From an optimization exercise on the open Yosys and OpenROAD flow, aimed at small area; shortcuts taken in it are not production practice. The RTL was checked by simulation tests, not by an equivalence proof against the original design. Power figures rest on the tool's default switching activity, not on a simulated workload.

== P ==
==> flow/design.v (excerpt) <==
module axis_register #(
    parameter int MODE           = 0,
    parameter int TREADY_RST_VAL = 0,
    parameter int ENABLE_TKEEP   = 1,
    parameter int ENABLE_TLAST   = 1,
    parameter int ENABLE_TID     = 0,
    parameter int ENABLE_TDEST   = 0,
    parameter int ENABLE_TUSER   = 1,
    parameter int TDATA_WIDTH    = 512,
    parameter int TID_WIDTH      = 8,
    parameter int TDEST_WIDTH    = 8,
    parameter int TUSER_WIDTH    = 1
) (
    input  logic                     clk,
    input  logic                     rst,
    output logic                     s_tready,
    input  logic                     s_tvalid,
    input  logic [TDATA_WIDTH-1:0]   s_tdata,
    input  logic [TDATA_WIDTH/8-1:0] s_tkeep,
    input  logic                     s_tlast,
    input  logic [TID_WIDTH-1:0]     s_tid,
    input  logic [TDEST_WIDTH-1:0]   s_tdest,
    input  logic [TUSER_WIDTH-1:0]   s_tuser,
    input  logic                     m_tready,
    output logic                     m_tvalid,
    output logic [TDATA_WIDTH-1:0]   m_tdata,
    output logic [TDATA_WIDTH/8-1:0] m_tkeep,
    output logic                     m_tlast,
    output logic [TID_WIDTH-1:0]     m_tid,
    output logic [TDEST_WIDTH-1:0]   m_tdest,
    output logic [TUSER_WIDTH-1:0]   m_tuser
);
    localparam int KW = TDATA_WIDTH / 8;
    localparam int PW = TDATA_WIDTH + KW + 1 + TID_WIDTH + TDEST_WIDTH + TUSER_WIDTH;
    logic [KW-1:0]          keep_in;
    logic                   last_in;
    logic [TID_WIDTH-1:0]   id_in;
  ...
For scale: roughly 1800 cells after synthesis, ~1200 flip-flops, about 1200 I/O pins, roughly 36000 um2 of cells after synthesis.
==> flow/config.mk <==
export PLATFORM = sky130hd
export DESIGN_NAME = axis_register
export DESIGN_NICKNAME = axis_register
export VERILOG_FILES = /design/flow/design.v
export SDC_FILE = /design/flow/constraint.sdc
export NUM_CORES = 4
export LEC_CHECK = 0
export CAP_MARGIN = 20
export CORE_AREA = 5 5 295 295
export DIE_AREA = 0 0 300 300
export SLEW_MARGIN = 20
==> flow/constraint.sdc <==
create_clock -name core_clock -period 3.0 [get_ports {clk}]
set_input_delay 0.6000 -clock core_clock [delete_from_list [all_inputs] [get_ports {clk}]]
set_output_delay 0.6000 -clock core_clock [all_outputs]
set_load 0.01 [all_outputs]
standard.sh (not shown) runs the stock make flow with config.mk's settings and CLKGATE_MAP_FILE= SYNTH_SCRIPT=/design/flow/synth_recipe.tcl, a recipe that flattens the netlist after the stock synthesis.
==> flow/flow/run.sh <==
#!/bin/bash
set -euo pipefail
bash standard.sh \
  "PLACE_PINS_ARGS=-min_distance 1 -min_distance_in_tracks" \
  "BUFFER_PORTS_ARGS=-buffer_cell sky130_fd_sc_hd__buf_1" \
  "CTS_ARGS=-sink_clustering_enable -repair_clock_nets -dont_use_dummy_load -sink_clustering_size 12 -sink_clustering_max_diameter 30 -root_buf sky130_fd_sc_hd__clkbuf_16 -sink_clustering_buffer sky130_fd_sc_hd__clkbuf_4 -buf_list {sky130_fd_sc_hd__clkbuf_4 sky130_fd_sc_hd__clkbuf_8 sky130_fd_sc_hd__clkbuf_16}" \
  RECOVER_POWER=100 \
  finish > flow_make.log 2>&1
Input-level comparison between Q and P:
Settings: DIE_AREA changed from 0 0 300 300 to 0 0 420 420; CORE_AREA changed from 5 5 295 295 to 5 5 415 415.
==> flow/run.sh (new file) <==
#!/bin/bash
# synth_recipe.tcl (not shown) runs the flow's synth.tcl, then flattens the netlist and writes it again
# the make line also repeats each setting of config.mk as NAME=value (left out here)
make -C /OpenROAD-flow-scripts/flow DESIGN_CONFIG=/design/flow/config.mk WORK_HOME=/design/flow/orfs CLKGATE_MAP_FILE= SYNTH_SCRIPT=/design/flow/synth_recipe.tcl finish
removed: flow/flow/run.sh
removed: flow/standard.sh
Results
Summary of Q over P: count of clock buffers in the final design lower; sequential cell area share lower; cell count after placement higher.
Amount of wire on met2 after detailed routing (Q vs. P) increases by more than a quarter
Global-route track usage on met1 in Q is 6.2 points lower than in P
Taking P as the reference, in Q number of maximum-capacitance constraint violations about even; post-route total power rose about 27%; switching power of the nets rose 1.8 mW.
Per the comparison of Q with P, area growth from synthesis to layout rose 31 points, reported clock group power rose about 70%, setup slack rose 0.13 ns.
--- input diff Q..R ---
Settings: swapping 0 0 420 420 for 0 0 300 300 in DIE_AREA; swapping 5 5 415 415 for 5 5 295 295 in CORE_AREA.
==> flow/flow/run.sh (new file) <==
#!/bin/bash
set -euo pipefail
bash standard.sh \
  "PLACE_PINS_ARGS=-min_distance 1 -min_distance_in_tracks" \
  "BUFFER_PORTS_ARGS=-buffer_cell sky130_fd_sc_hd__buf_1" \
  "CTS_ARGS=-sink_clustering_enable -repair_clock_nets -dont_use_dummy_load -sink_clustering_size 10 -sink_clustering_max_diameter 40 -root_buf sky130_fd_sc_hd__clkbuf_16 -tree_buf sky130_fd_sc_hd__clkbuf_8 -sink_clustering_buffer sky130_fd_sc_hd__clkbuf_4 -buf_list {sky130_fd_sc_hd__clkbuf_4 sky130_fd_sc_hd__clkbuf_8 sky130_fd_sc_hd__clkbuf_16}" \
  RECOVER_POWER=100 \
  finish > flow_make.log 2>&1
==> flow/standard.sh (new file) <==
#!/bin/bash
# synth_recipe.tcl (not shown) runs the flow's synth.tcl, then flattens the netlist and writes it again
# the make line also repeats each setting of config.mk as NAME=value (left out here)
make -C /OpenROAD-flow-scripts/flow DESIGN_CONFIG=/design/flow/config.mk WORK_HOME=/design/flow/orfs CLKGATE_MAP_FILE= SYNTH_SCRIPT=/design/flow/synth_recipe.tcl "${@:-finish}"
removed: flow/run.sh
Notes after the runs:
R: full flow OK, the timing, DRC and antenna checks passed. R vs Q, type of the worst min-delay path: primary input to register vs register to register. Setup slack: R less than Q. | non-clock buffer instance count of the final layout | higher: Q |. The critical-path cell with the highest stage delay comes out sky130_fd_sc_hd__clkbuf_4 in one run and sky130_fd_sc_hd__clkdlybuf4s50_1 in the other, namely in R and Q respectively. [compare] base=Q new=R: slew at the pin closest to its max-slew limit went up 0.71 ns, final cell count went down about 21%, clock buffer count in the final layout went down about 10%.
Changes in S relative to R:
Settings: swapping 0 0 300 300 for 0 0 420 420 in DIE_AREA; swapping 5 5 295 295 for 5 5 415 415 in CORE_AREA.
==> flow/flow/run.sh <==
#!/bin/bash
set -euo pipefail
bash standard.sh \
  "BUFFER_PORTS_ARGS=-buffer_cell sky130_fd_sc_hd__buf_1" \
  "CTS_ARGS=-sink_clustering_enable -repair_clock_nets -dont_use_dummy_load -sink_clustering_size 20 -sink_clustering_max_diameter 60 -buf_list {sky130_fd_sc_hd__clkbuf_8 sky130_fd_sc_hd__clkbuf_16}" \
  finish > flow_make.log 2>&1
--- outcome ---
- Looking at combinational group share of total power, S sits 0.2 points lower than R does.
- Post-layout worst setup margin ended up 0.096 ns higher on S than on R.
- The number of placement rows in S sits 44 above the value recorded for R.
- The final reports for S and R show detailed-route wire length higher in the former.
- Start-to-end type of the worst setup path: register to output port -> S, register to register -> R
- Comparing R and S, the lower synthesis-to-layout area growth was measured on R.
- | power share of the clock group | higher: S |
- Measured against each other, R and S differ in clock period minus final worst setup slack, the higher figure coming from R.

==> re-timing with driven ports <==
The results above use ideal ports. As a check the final layouts listed here were re-extracted and re-timed, cells and wires unchanged.
Step 1 (the two cells are an assumption about what drives the block):
set clk [get_ports {clk}]
set_driving_cell -lib_cell sky130_fd_sc_hd__clkbuf_16 $clk
set_driving_cell -lib_cell sky130_fd_sc_hd__buf_2 [delete_from_list [all_inputs] $clk]
Step 2 adds t to the input delays and takes it off the output delays; t is the mean of the earliest and latest rising clock arrival at the registers after step 1. Input paths then give back, and output paths get back, about the clock's delay inside the block.
a / b / c = ideal / step 1 / step 2; a / b = the first two.
| run | t (ns) | setup slack, ns | worst slew at a driven data input, ns |
|---|---|---|---|
| P | 0.729 | 0.379 / 0.379 / -0.002 | 0.12 |
| Q | 0.782 | 0.508 / 0.451 / 0.659 | 0.27 |
| R | 0.694 | 0.345 / 0.345 / -0.054 | 0.14 |
| S | 0.726 | 0.441 / 0.381 / 0.827 | 0.17 |
Met with ideal ports but missed after step 2: setup timing in P and R. The setup slack of R, which loses most, moves by 0.000 ns with the drivers and by -0.399 ns with both steps.
